From an optimization exercise on the open Yosys and OpenROAD flow, aimed at small area, a short achievable clock period and few clock cycles per item; shortcuts taken in it are not production practice.
Where RTL was checked, it was by simulation tests only, not by an equivalence proof against the original.

cedar:
// ycbcr420_to_rgb_flip_core
module ycbcr420_to_rgb_flip_core
#(
	parameter int MAX_WIDTH  = 2048,
	parameter int MAX_HEIGHT = 2048
) (
	input  logic        clk,
	input  logic        arst_n,
	input  logic        wr_en,
	input  logic [1:0]  wr_index,
	input  logic [12:0] wr_data,
	input  logic        s_tvalid,
	output logic        s_tready,
	input  logic [47:0] s_tdata,
	output logic        m_tvalid,
	input  logic        m_tready,
	output logic [71:0] m_tdata,
	output logic        m_tlast,
	output logic        m_tuser
);
	function automatic logic [7:0] sat8(input logic signed [10:0] v);
		if (v[10]) begin
			sat8 = 8'd0;
		end else if (v[9] | v[8]) begin
			sat8 = 8'd255;
		end else begin
			sat8 = v[7:0];
		end
	endfunction
	logic        ph;        
	logic        v1;
	logic        v2;
	logic        ld2;
	logic        r2_free;
	logic        ov;
	logic        olast;     
	logic        addr_ok;
	logic        adv;       
	logic        r1_free;
	logic        ld1;
	logic        ld1_in;    
	logic        ld_lo;
	logic        acc;
	logic        skid_v;    
	logic [7:0]  sk_a;
	logic [7:0]  sk_b;
	assign adv      = v2 && (!ov || m_tready) && addr_ok;
	assign r2_free  = !v2 || adv;
	assign ld2      = v1 && r2_free;
	assign r1_free  = !v1 || ld2;
	assign ld1      = r1_free && (skid_v || s_tvalid);
	assign ld1_in   = r1_free && !skid_v && s_tvalid;
	assign ld_lo    = adv && !olast;
	assign s_tready = ph && !skid_v;
	assign acc      = s_tvalid && s_tready;
	always_ff @(posedge clk or negedge arst_n) begin
		if (!arst_n) begin
			ph     <= 1'b0;
			skid_v <= 1'b0;
			v1     <= 1'b0;
			v2     <= 1'b0;
			ov     <= 1'b0;
			olast  <= 1'b1;
		end else begin
			if (ld1_in || acc) begin
				ph <= !ph;
			end
			if (acc && !r1_free) begin
				skid_v <= 1'b1;
			end else if (r1_free) begin
				skid_v <= 1'b0;
			end
			if (r1_free) begin
				v1 <= skid_v || s_tvalid;
			end
			if (r2_free) begin
				v2 <= v1;
			end
			if (adv) begin
				ov    <= 1'b1;
				olast <= !olast;
			end else if (m_tready) begin
				ov    <= 1'b0;
			end
		end
	end
	always_ff @(posedge clk) begin
		if (acc && !r1_free) begin
			sk_a <= s_tdata[23:16];
			sk_b <= s_tdata[31:24];
		end
	end
	logic [7:0] ya_q;
  ...
For scale: ~260 flip-flops, ~140 I/O pins, roughly 0.022 mm² of cells after synthesis.
Settings: LEC_CHECK=0, CAP_MARGIN=20, CORE_MARGIN=2, CORE_UTILIZATION=40, SLEW_MARGIN=20; clock period 11.0 ns.
standard.sh (not shown) runs the stock make flow with config.mk's settings and CLKGATE_MAP_FILE= SYNTH_SCRIPT=/design/flow/synth_recipe.tcl, a recipe that flattens the netlist after the stock synthesis.
==> flow/flow/run.sh <==
#!/bin/bash
# The standard layout, with repair_timing aiming below the clock period
# (setup margin) so the critical paths are sized and buffered.
set -euo pipefail
bash standard.sh SETUP_SLACK_MARGIN=7.5 finish > make.log 2>&1
cedar: full flow OK, the timing, DRC and antenna checks passed
> inputs changed (cedar -> ember)
--- a/flow/flow/run.sh
+++ b/flow/flow/run.sh
@@ -5 +5 @@
-bash standard.sh SETUP_SLACK_MARGIN=7.5 finish > make.log 2>&1
+bash standard.sh SETUP_SLACK_MARGIN=7.0 finish > make.log 2>&1
==> results.txt <==
ember went all the way through synthesis, placement and routing and the layout is clean on timing, DRC and antenna. Diff cedar -> ember | number of clock buffer instances in the layout | decrease of 5. Summary of ember over cedar: post-route fraction of the period consumed by the critical path went down, non-clock buffer count went down.
Function was not checked in any run of this note: the RTL went through the layout flow alone.

Setup of run A:
Another version of the RTL of ycbcr420_to_rgb_flip_core (not shown whole).
For scale: about 140 I/O pins, roughly 20000 um2 of cells after synthesis.
clock: 11.0 ns
lec_check: 0
cap_margin: 20
core_margin: 2
core_utilization: 40
cts_buf_list: sky130_fd_sc_hd__clkbuf_8
cts_cluster_diameter: 60
cts_cluster_size: 16
slew_margin: 20
==> flow/flow/run.sh <==
#!/bin/bash
# The standard layout, with repair_timing aiming below the clock period
# (setup margin) so the critical paths are sized and buffered, and the port
# buffers made from the smallest buffer cell (repair sizes them up as needed).
set -euo pipefail
bash standard.sh SETUP_SLACK_MARGIN=6.9 "BUFFER_PORTS_ARGS=-buffer_cell sky130_fd_sc_hd__buf_1" finish > make.log 2>&1
Testbench counts of run A, summed over its fixed seeds: cycles 19,264, items 9,600.
> inputs changed (run A -> run B)
- a change of CTS_CLUSTER_DIAMETER from 60 to 80
- a change of CTS_CLUSTER_SIZE from 16 to 14
## What came out
- Compared with run A, run B shows a lower clock latency on the worst-skew pair.
- Between run A and run B, the cell count went down.
- Re biggest fanout along the worst timing path: run B and run A aren't equal, and the higher value belongs to run B.
The inputs of run C differ from those of run B as listed below.
--- a/flow/flow/run.sh
+++ b/flow/flow/run.sh
@@ -4,3 +4,3 @@
 # buffers made from the smallest buffer cell (repair sizes them up as needed).
 set -euo pipefail
-bash standard.sh SETUP_SLACK_MARGIN=6.9 "BUFFER_PORTS_ARGS=-buffer_cell sky130_fd_sc_hd__buf_1" finish > make.log 2>&1
+bash standard.sh SETUP_SLACK_MARGIN=7.0 "BUFFER_PORTS_ARGS=-buffer_cell sky130_fd_sc_hd__buf_1" finish > make.log 2>&1
==> results.txt <==
Run C vs. run B: final standard cell area without fillers increased by about 2% relative to the old numbers. Run B → run C: final worst-path setup slack decreased 0.080 ns, utilization has increased. Summary — first-pass GRT wire length, run C relative to run B: higher, by 2.7%. Between run B and run C, the post-placement cell count does not differ in any meaningful way. From run B to run C the numbers moved as follows: fmax lower; number of ordinary and repair buffers in the finished layout went up 15%.
Changes in run D relative to run C:
- changing CTS_CLUSTER_DIAMETER from 80 to 100
- changing CTS_CLUSTER_SIZE from 14 to 12
--- a/flow/flow/run.sh
+++ b/flow/flow/run.sh
@@ -4,3 +4,3 @@
 # buffers made from the smallest buffer cell (repair sizes them up as needed).
 set -euo pipefail
-bash standard.sh SETUP_SLACK_MARGIN=7.0 "BUFFER_PORTS_ARGS=-buffer_cell sky130_fd_sc_hd__buf_1" finish > make.log 2>&1
+bash standard.sh SETUP_SLACK_MARGIN=6.9 "BUFFER_PORTS_ARGS=-buffer_cell sky130_fd_sc_hd__buf_1" finish > make.log 2>&1
Findings:
Run D -> run C: post-synthesis instance area delta 0, exact match
Run C and run D ended up with roughly the same cell count after placement.
Utilization run C -> run D: down
When the final numbers for run D and run C were put side by side, the buffer count excluding the clock tree in the final layout turned out to be greater in run C.
In the flow results for run D and run C, the largest fanout on the critical path is larger on run C.

re-timing with driven ports:
In the flow no input, the clock included, has a driving cell. The finished layouts below were timed again as built, in two steps. Step 1 (the two cells are an assumption about what drives the block):
set clk [get_ports {clk}]
set_driving_cell -lib_cell sky130_fd_sc_hd__clkbuf_16 $clk
set_driving_cell -lib_cell sky130_fd_sc_hd__buf_2 [delete_from_list [all_inputs] $clk]
Step 2 adds t to the input delays and takes it off the output delays; t is the mean of the earliest and latest rising clock arrival at the registers after step 1. Input paths then give back, and output paths get back, about the clock's delay inside the block. Slacks: ideal ports / drivers / drivers and shift; pairs: ideal ports / drivers.
| run | shift t [ns] | setup WS [ns] | worst setup path at the end | latest minus earliest clock arrival (ns) |
|---|---|---|---|---|
| cedar | 0.591 | 6.395 / 6.407 / 5.815 | input to register | 0.015 / 0.015 |
| ember | 0.645 | 6.433 / 6.455 / 5.810 | input to register | 0.031 / 0.031 |
| run A | 0.680 | 6.904 / 6.904 / 6.461 | input to register | 0.070 / 0.070 |
| run B | 0.639 | 7.007 / 7.007 / 6.469 | input to register | 0.029 / 0.029 |
| run C | 0.651 | 6.926 / 6.926 / 6.468 | input to register | 0.029 / 0.029 |
| run D | 0.653 | 6.904 / 6.904 / 6.454 | input to register | 0.027 / 0.027 |
After both steps setup and hold are still met in every run listed. For ember, which loses most, drivers alone change the setup slack by +0.022 ns; drivers and shift together by -0.623 ns.
